This design comes from an exercise in tuning for small area, a short achievable clock period and few clock cycles per item on the open sky130 flow, not from production work.
Only simulation tests tie the RTL to the original design; equivalence was not proved.
Power is estimated from default activity; no workload was simulated.

== red ==
// arp_cache_table_top
module arp_cache_table_top #(
  parameter int ENTRIES = 16
) (
  input  logic         clk,
  input  logic         rst,
  input  logic         s_axis_tvalid,
  output logic         s_axis_tready,
  input  logic [119:0] s_axis_tdata,
  output logic         m_axis_tvalid,
  input  logic         m_axis_tready,
  output logic [111:0] m_axis_tdata,
  output logic         m_axis_tlast,
  input  logic         cfg_valid,
  output logic         cfg_ready,
  input  logic [1:0]   cfg_index,
  input  logic [15:0]  cfg_data
);
Size: ~8000 cells after synthesis, roughly 2300 flip-flops, roughly 260 I/O pins, about 0.11 sq mm of cells after synthesis.
Settings: LEC_CHECK=0, CAP_MARGIN=30, CORE_MARGIN=2, CORE_UTILIZATION=55, CTS_CLUSTER_DIAMETER=100, CTS_CLUSTER_SIZE=22, SETUP_SLACK_MARGIN=3.8, SLEW_MARGIN=40, SYNTH_HIERARCHICAL=1, SYNTH_MINIMUM_KEEP_SIZE=0; clock period 7.0 ns.
standard.sh (not shown) runs the stock make flow with config.mk's settings and CLKGATE_MAP_FILE= SYNTH_SCRIPT=/design/flow/synth_recipe.tcl, a recipe that flattens the netlist after the stock synthesis.
==> flow/flow/run.sh <==
#!/bin/bash
# Layout flow: the standard ORFS layout (standard.sh), with two changes
# to how cells are chosen: ports are buffered with buf_4 cells instead of
# the slow delay cell the standard flow picks, and timing repair may resize
# a cell to one of another footprint. Everything else, synthesis included,
# is the standard flow's.
set -euo pipefail
cd "$(dirname "$0")/.."
sed 's|"\${@:-finish}"|MATCH_CELL_FOOTPRINT=0 "BUFFER_PORTS_ARGS=-buffer_cell sky130_fd_sc_hd__buf_4" "${@:-finish}"|' \
  standard.sh > standard_mod.sh
grep -q 'MATCH_CELL_FOOTPRINT=0' standard_mod.sh
bash standard_mod.sh > flow_make.log 2>&1
Testbench counts of red, summed over its fixed seeds: cycles 4,247, requests 3,200.
## Diff of input files: blue against red
# red
export LEC_CHECK = 0
export CAP_MARGIN = 30
export CORE_MARGIN = 2
export CORE_UTILIZATION = 55
export CTS_CLUSTER_DIAMETER = 100
export CTS_CLUSTER_SIZE = 22
export SETUP_SLACK_MARGIN = 3.8
export SLEW_MARGIN = 40
export SYNTH_HIERARCHICAL = 1
export SYNTH_MINIMUM_KEEP_SIZE = 0
create_clock -name core_clock -period 7.0 [get_ports {clk}]
# blue
export LEC_CHECK = 0
export CAP_MARGIN = 30
export CORE_MARGIN = 2
export CORE_UTILIZATION = 55
export CTS_CLUSTER_DIAMETER = 100
export CTS_CLUSTER_SIZE = 22
export SETUP_SLACK_MARGIN = 3.6
export SLEW_MARGIN = 40
export SYNTH_HIERARCHICAL = 1
export SYNTH_MINIMUM_KEEP_SIZE = 0
create_clock -name core_clock -period 7.0 [get_ports {clk}]
## What came out
Compared with red, blue shows a final critical-path required period that is 0.0049 ns higher. Critical path depth for blue: 1 down relative to red. Compared to red, blue shows a narrower setup margin. blue against red: non-clock buffer count -74; standby leakage power -about 1.6%. Relative to red, first-iteration DRC count decreased by 93 in blue. Going from red to blue, final core area utilization shrank by 0.66 points, wire length of the first global-routing pass shrank by about 0.44%, total inserted antenna cells shrank by 2, via count shrank by 0.94%. Compared with red, blue shows a lower sum of met3 wire segment lengths after detailed routing.


the reference run:
The RTL this note starts from:
==> flow/design.v <==
package act_pkg;
  typedef enum logic [1:0] {
    ACT_LOOKUP   = 2'd0,
    ACT_INS_RES  = 2'd1,
    ACT_INS_WAIT = 2'd2,
    ACT_TICK     = 2'd3
  } action_t;
  typedef enum logic [2:0] {
    KIND_LOOKUP = 3'd0,
    KIND_INSERT = 3'd1,
    KIND_RESEND = 3'd2,
    KIND_FREED  = 3'd3,
    KIND_TICK   = 3'd4
  } kind_t;
  localparam logic [1:0] ST_FREE = 2'd0;
  localparam logic [1:0] ST_WAIT = 2'd1;
  localparam logic [1:0] ST_RES  = 2'd2;
  localparam logic CFG_TIMEOUT = 1'b0;
  localparam logic CFG_RETRY   = 1'b1;
  typedef enum logic [2:0] {
    S_IDLE,
    S_SCAN,
    S_EMIT,
    S_DONE,
    S_OUT
  } fsm_t;
  typedef struct packed {
    logic start;
    logic step;
    logic apply;
    logic age;
    logic load_out;
    logic [2:0] out_kind;
    logic out_ok;
    logic out_slot;
    logic out_last;
  } cmd_t;
  typedef struct packed {
    logic scan_end;
    logic hit;
    logic act_tick;
  } sts_t;
endpackage
module act_lowest (
  input  logic [15:0] m,
  output logic [15:0] r
);
  logic [15:0] p0, p1, p2, p3;
  assign p0 = m | (m << 1);
  assign p1 = p0 | (p0 << 2);
  assign p2 = p1 | (p1 << 4);
  assign p3 = p2 | (p2 << 8);
  assign r  = m & ~(p3 << 1);
endmodule
module act_add17 (
  input  logic [16:0] a,
  input  logic [16:0] b,
  output logic [16:0] s
);
  assign s = a + b;
endmodule
module act_expired (
  input  logic [16:0] e,
  input  logic [16:0] t,
  output logic        x
);
  logic [15:0] g, p;
  logic [7:0]  g1, p1;
  logic [3:0]  g2, p2;
  logic [1:0]  g3, p3;
  logic        c;
  always_comb begin
    for (int k = 0; k < 16; k++) begin
      g[k] = e[k] && !t[k];
      p[k] = e[k] || !t[k];
    end
    for (int k = 0; k < 8; k++) begin
      g1[k] = g[2*k+1] || (p[2*k+1] && g[2*k]);
      p1[k] = p[2*k+1] && p[2*k];
    end
    for (int k = 0; k < 4; k++) begin
      g2[k] = g1[2*k+1] || (p1[2*k+1] && g1[2*k]);
      p2[k] = p1[2*k+1] && p1[2*k];
    end
    for (int k = 0; k < 2; k++) begin
      g3[k] = g2[2*k+1] || (p2[2*k+1] && g2[2*k]);
      p3[k] = p2[2*k+1] && p2[2*k];
    end
    c = g3[1] || (p3[1] && g3[0]);
  end
  assign x = e[16] ^ !t[16] ^ c;
endmodule
import act_pkg::*;
module arp_cache_table_top #(
  parameter int ENTRIES = 16
) (
  input  logic         clk,
  input  logic         rst,
  input  logic         s_axis_tvalid,
  output logic         s_axis_tready,
  input  logic [119:0] s_axis_tdata,
  output logic         m_axis_tvalid,
  input  logic         m_axis_tready,
  output logic [111:0] m_axis_tdata,
  output logic         m_axis_tlast,
  input  logic         cfg_valid,
  output logic         cfg_ready,
  input  logic [1:0]   cfg_index,
  input  logic [15:0]  cfg_data
);
  localparam int N = 16;
  function automatic logic [N-1:0] above(input logic [N-1:0] m);
    logic [N-1:0] p;
    p = m;
    p = p | (p << 1);
    p = p | (p << 2);
    p = p | (p << 4);
    p = p | (p << 8);
    above = p << 1;
  endfunction
  function automatic logic [3:0] encode(input logic [N-1:0] m);
    logic [3:0] r;
    r = '0;
    for (int i = 0; i < N; i++) if (m[i]) r = r | 4'(i);
    encode = r;
  endfunction
  logic [15:0] timeout_ticks;
  logic [3:0]  retry_limit;
  logic [16:0] tnow;
  logic [1:0]  st   [N];
  logic [16:0] expt [N];
  logic [3:0]  ret  [N];
  logic [15:0] pro  [N];
  logic [31:0] ip   [N];
  logic [47:0] hw   [N];
  logic [3:0]  prt  [N];
  logic [N-1:0] amask;        
  logic [N-1:0] nf;           
  logic         rv;
  logic [101:0] rd;           
  logic [N-1:0] cand;          
  logic [N-1:0] tmask;         
  logic [16:0]  tld;           
  logic [1:0]  r_act;
  logic [15:0] r_pro;
  logic [31:0] r_ip;
  logic [47:0] r_hw;
  logic [3:0]  r_port;
  assign r_act  = rd[1:0];
  assign r_pro  = rd[17:2];
  assign r_ip   = rd[49:18];
  assign r_hw   = rd[97:50];
  assign r_port = rd[101:98];
  logic tact;                 
  logic is_lk, is_ins, is_tick, a_tick;
  assign is_lk   = !tact && r_act == ACT_LOOKUP;
  assign is_tick = r_act == ACT_TICK;
  assign is_ins  = !tact && r_act != ACT_LOOKUP && r_act != ACT_TICK;
  assign a_tick  = tact || (rv && is_tick);
  logic         adv, proc, r_done;
  logic         bv, blast, bok;
  logic         pend;              
  logic         b_tick, b_lk, b_any;
  logic [N-1:0] bsel;
  logic         ov, olast;
  logic [109:0] od;
  assign adv  = !ov || m_axis_tready;
  assign proc   = adv && (rv || tact);
  assign r_done = adv && rv && !tact;
  assign m_axis_tvalid = ov;
  assign m_axis_tdata  = {2'b0, od};
  assign m_axis_tlast  = olast;
  assign cfg_ready     = 1'b1;
  logic [N-1:0] live, sel, free_m, seli, resend_v, ev, exp_t, cm;
  logic         any, anyi;
  logic [16:0]  tload;
  act_add17 u_tadd (.a(tnow), .b({1'b0, timeout_ticks}), .s(tload));
  always_comb begin
    for (int i = 0; i < N; i++) begin
      live[i]     = st[i] != ST_FREE;
      free_m[i]   = !live[i];
      resend_v[i] = st[i] == ST_WAIT && ret[i] != 4'd0;
    end
  end
  for (genvar gi = 0; gi < N; gi++) begin : g_exp
    act_expired u_exp (.e(expt[gi]), .t(tnow), .x(exp_t[gi]));
  end
  assign ev = tact ? tmask : (live & exp_t);
  assign cm = a_tick ? ev : (cand & live);
  act_lowest u_sel (.m(cm), .r(sel));
  assign any  = |cm;
  assign seli = is_ins ? nf : '0;
  assign anyi = |seli;
  logic [1:0] newst;
  assign newst = (r_act == ACT_INS_RES) ? ST_RES : ST_WAIT;
  logic       tick_ev;
  assign tick_ev = a_tick && any;
  logic [99:0] rdslot;
  logic [1:0]  st_b;
  logic        resend_b;
  logic [2:0]  kind_b;
  always_comb begin
    rdslot   = '0;
    st_b     = '0;
    resend_b = 1'b0;
    for (int i = 0; i < N; i++)
      if (bsel[i]) begin
        rdslot   = rdslot | {prt[i], hw[i], ip[i], pro[i]};
        st_b     = st_b | st[i];
        resend_b = resend_b | resend_v[i];
      end
    if (b_tick)    kind_b = b_any ? (resend_b ? KIND_RESEND : KIND_FREED) : KIND_TICK;
    else if (b_lk) kind_b = KIND_LOOKUP;
    else           kind_b = KIND_INSERT;
  end
  logic [N-1:0] free_n, amask_n, hi_n, nf_n;
  logic [N-1:0] wr_i, pfree_a;
  assign wr_i    = {N{rv}} & seli;
  assign pfree_a = {N{pend}} & bsel & ~resend_v;
  assign free_n  = (free_m & ~wr_i) | pfree_a;
  assign amask_n = (|wr_i) ? above(seli) : amask;
  assign hi_n    = free_n & amask_n;
  logic [N-1:0] nf_hi, nf_lo;
  act_lowest u_nfh (.m(hi_n), .r(nf_hi));
  act_lowest u_nfl (.m(free_n), .r(nf_lo));
  assign nf_n    = (|hi_n) ? nf_hi : nf_lo;
  logic [117:0] in_d;
  logic         in_fire, r_free;
  logic [47:0]  w_hw;
  assign r_free        = !rv || r_done;
  assign s_axis_tready = r_free;
  assign in_fire       = s_axis_tvalid && r_free;
  assign in_d          = s_axis_tdata[117:0];
  assign w_hw    = (r_act == ACT_INS_RES) ? r_hw : 48'd0;
  logic [1:0]   x_act;
  logic [15:0]  x_pro, x_el;
  logic [31:0]  x_ip;
  logic [16:0]  x_tnow;
  logic         x_same;
  logic [N-1:0] x_cand;
  assign x_act  = in_d[1:0];
  assign x_pro  = in_d[17:2];
  assign x_ip   = in_d[49:18];
  assign x_el   = in_d[117:102];
  act_add17 u_xadd (.a(tnow), .b({1'b0, x_el}), .s(x_tnow));
  assign x_same = r_pro == x_pro && r_ip == x_ip;
  always_comb begin
    for (int i = 0; i < N; i++) begin
      if (x_act == ACT_LOOKUP)
        x_cand[i] = wr_i[i] ? x_same :
                    (pro[i] == x_pro && ip[i] == x_ip);
      else
        x_cand[i] = 1'b0;
    end
  end
  always_ff @(posedge clk) begin
    if (rst) begin
      timeout_ticks <= 16'd600;
      retry_limit   <= 4'd4;
      tnow          <= '0;
      amask         <= '1;
      pend          <= 1'b0;
      tact          <= 1'b0;
      nf            <= 16'd1;
      rv            <= 1'b0;
      bv            <= 1'b0;
      ov            <= 1'b0;
      for (int i = 0; i < N; i++) st[i] <= ST_FREE;
    end else begin
      if (cfg_valid && cfg_index == 2'd0) timeout_ticks <= cfg_data;
      if (cfg_valid && cfg_index == 2'd1) retry_limit   <= cfg_data[3:0];
      if (r_free) begin
        rv <= in_fire;
        if (in_fire) begin
          rd   <= in_d[101:0];
          cand <= x_cand;
          if (x_act == ACT_TICK) tnow <= x_tnow;
        end
      end
      if (adv) begin
        bv <= proc;
        if (proc) begin
          bsel  <= is_ins ? seli : sel;
          bok    <= (is_lk && any) || anyi;
          blast  <= !tick_ev;
          b_tick <= a_tick;
          b_lk   <= is_lk;
          b_any  <= any;
        end
        ov <= bv;
        if (bv) begin
          od    <= {rdslot, st_b, encode(bsel), bok, kind_b};
          olast <= blast;
        end
      end
      if (adv && a_tick) begin
        tmask <= ev & ~sel;
        tact  <= any;
      end
      if (adv) pend <= tick_ev;
      if (r_done && is_tick) tld <= tload;
      if (adv) begin
        amask <= amask_n;
        nf    <= nf_n;
      end
      for (int i = 0; i < N; i++) begin
        if (proc && seli[i]) begin
          st[i]   <= newst;
          expt[i] <= tload;
          ret[i]  <= retry_limit;
          pro[i]  <= r_pro;
          ip[i]   <= r_ip;
          hw[i]   <= w_hw;
          prt[i]  <= r_port;
        end
        if (pend && adv && bsel[i]) begin
          if (resend_v[i]) begin
            ret[i]  <= ret[i] - 4'd1;
            expt[i] <= tld;
          end else begin
            st[i] <= ST_FREE;
          end
        end
      end
    end
  end
endmodule
clock: 7.0 ns
lec_check: 0
cap_margin: 20
core_margin: 2
core_utilization: 55
cts_cluster_diameter: 100
cts_cluster_size: 22
setup_slack_margin: 3.6
slew_margin: 20
synth_hierarchical: 1
synth_minimum_keep_size: 0
Scripts as last shown in full above: flow/flow/run.sh
Testbench counts of the reference run, summed over its fixed seeds: cycles 4,247, requests 3,200.
Relative to the reference run, the following input files were edited for the trial run:
- changing SLEW_MARGIN from 20 to 40
- changing CAP_MARGIN from 20 to 30
Notes after the runs:
- Length of the first detailed-routing pass in iterations, the trial run and the reference run: smaller value in the trial run
- On overall routed net length, the trial run and the reference run are basically level.
- Delta(fill cell instance count of the final layout, the trial run - the reference run) < 0
- The trial run: final-layout non-clock buffer area share is 0.23 points higher than what the reference run reported.
- On reg2reg setup slack, the trial run tracks the reference run almost exactly.
- Comparing the trial run and the reference run, number of diodes is lower on the reference run.
- Share of power burned in combinational logic across the trial run and the reference run: no real change.
- In terms of met1 capacity usage during global routing, the trial run and the reference run differ only marginally.
- Changes observed in the trial run relative to the reference run: arrival time reported for the critical path endpoint roughly the same; wire length of the first global-routing pass was more or less identical.

## port drivers added, routing unchanged
No port has a modelled driver above. Below, the same layouts with a new extraction and two added sets of constraints.
Step 1 (the two cells are an assumption about what drives the block):
set clk [get_ports {clk}]
set_driving_cell -lib_cell sky130_fd_sc_hd__clkbuf_16 $clk
set_driving_cell -lib_cell sky130_fd_sc_hd__buf_2 [delete_from_list [all_inputs] $clk]
Step 2, shift: input delay + t, output delay - t, t = (earliest + latest rising clock arrival at the registers) / 2. This alone moves slack from input paths to output paths.
Three values: no drivers, after step 1, after step 2; two values: the first two.
run | shift t [ns] | setup WS [ns] | worst hold slack (ns) | worst setup path after step 2 | worst data-port slew with drivers (ns)
red | 0.927 | 3.388 / 3.388 / 2.602 | 0.434 / 0.434 / 0.434 | input to register | 0.19
blue | 0.936 | 3.384 / 3.384 / 2.571 | 0.433 / 0.433 / 0.433 | input to register | 0.20
the reference run | 0.944 | 3.251 / 3.251 / 2.444 | 0.481 / 0.481 / 0.481 | input to register | 0.18
the trial run | 0.942 | 3.255 / 3.255 / 2.384 | 0.483 / 0.483 / 0.483 | input to register | 0.17
After both steps setup and hold are still met in every run listed. The setup slack of the trial run, which loses most, moves by 0.000 ns with the drivers and by -0.871 ns with both steps.
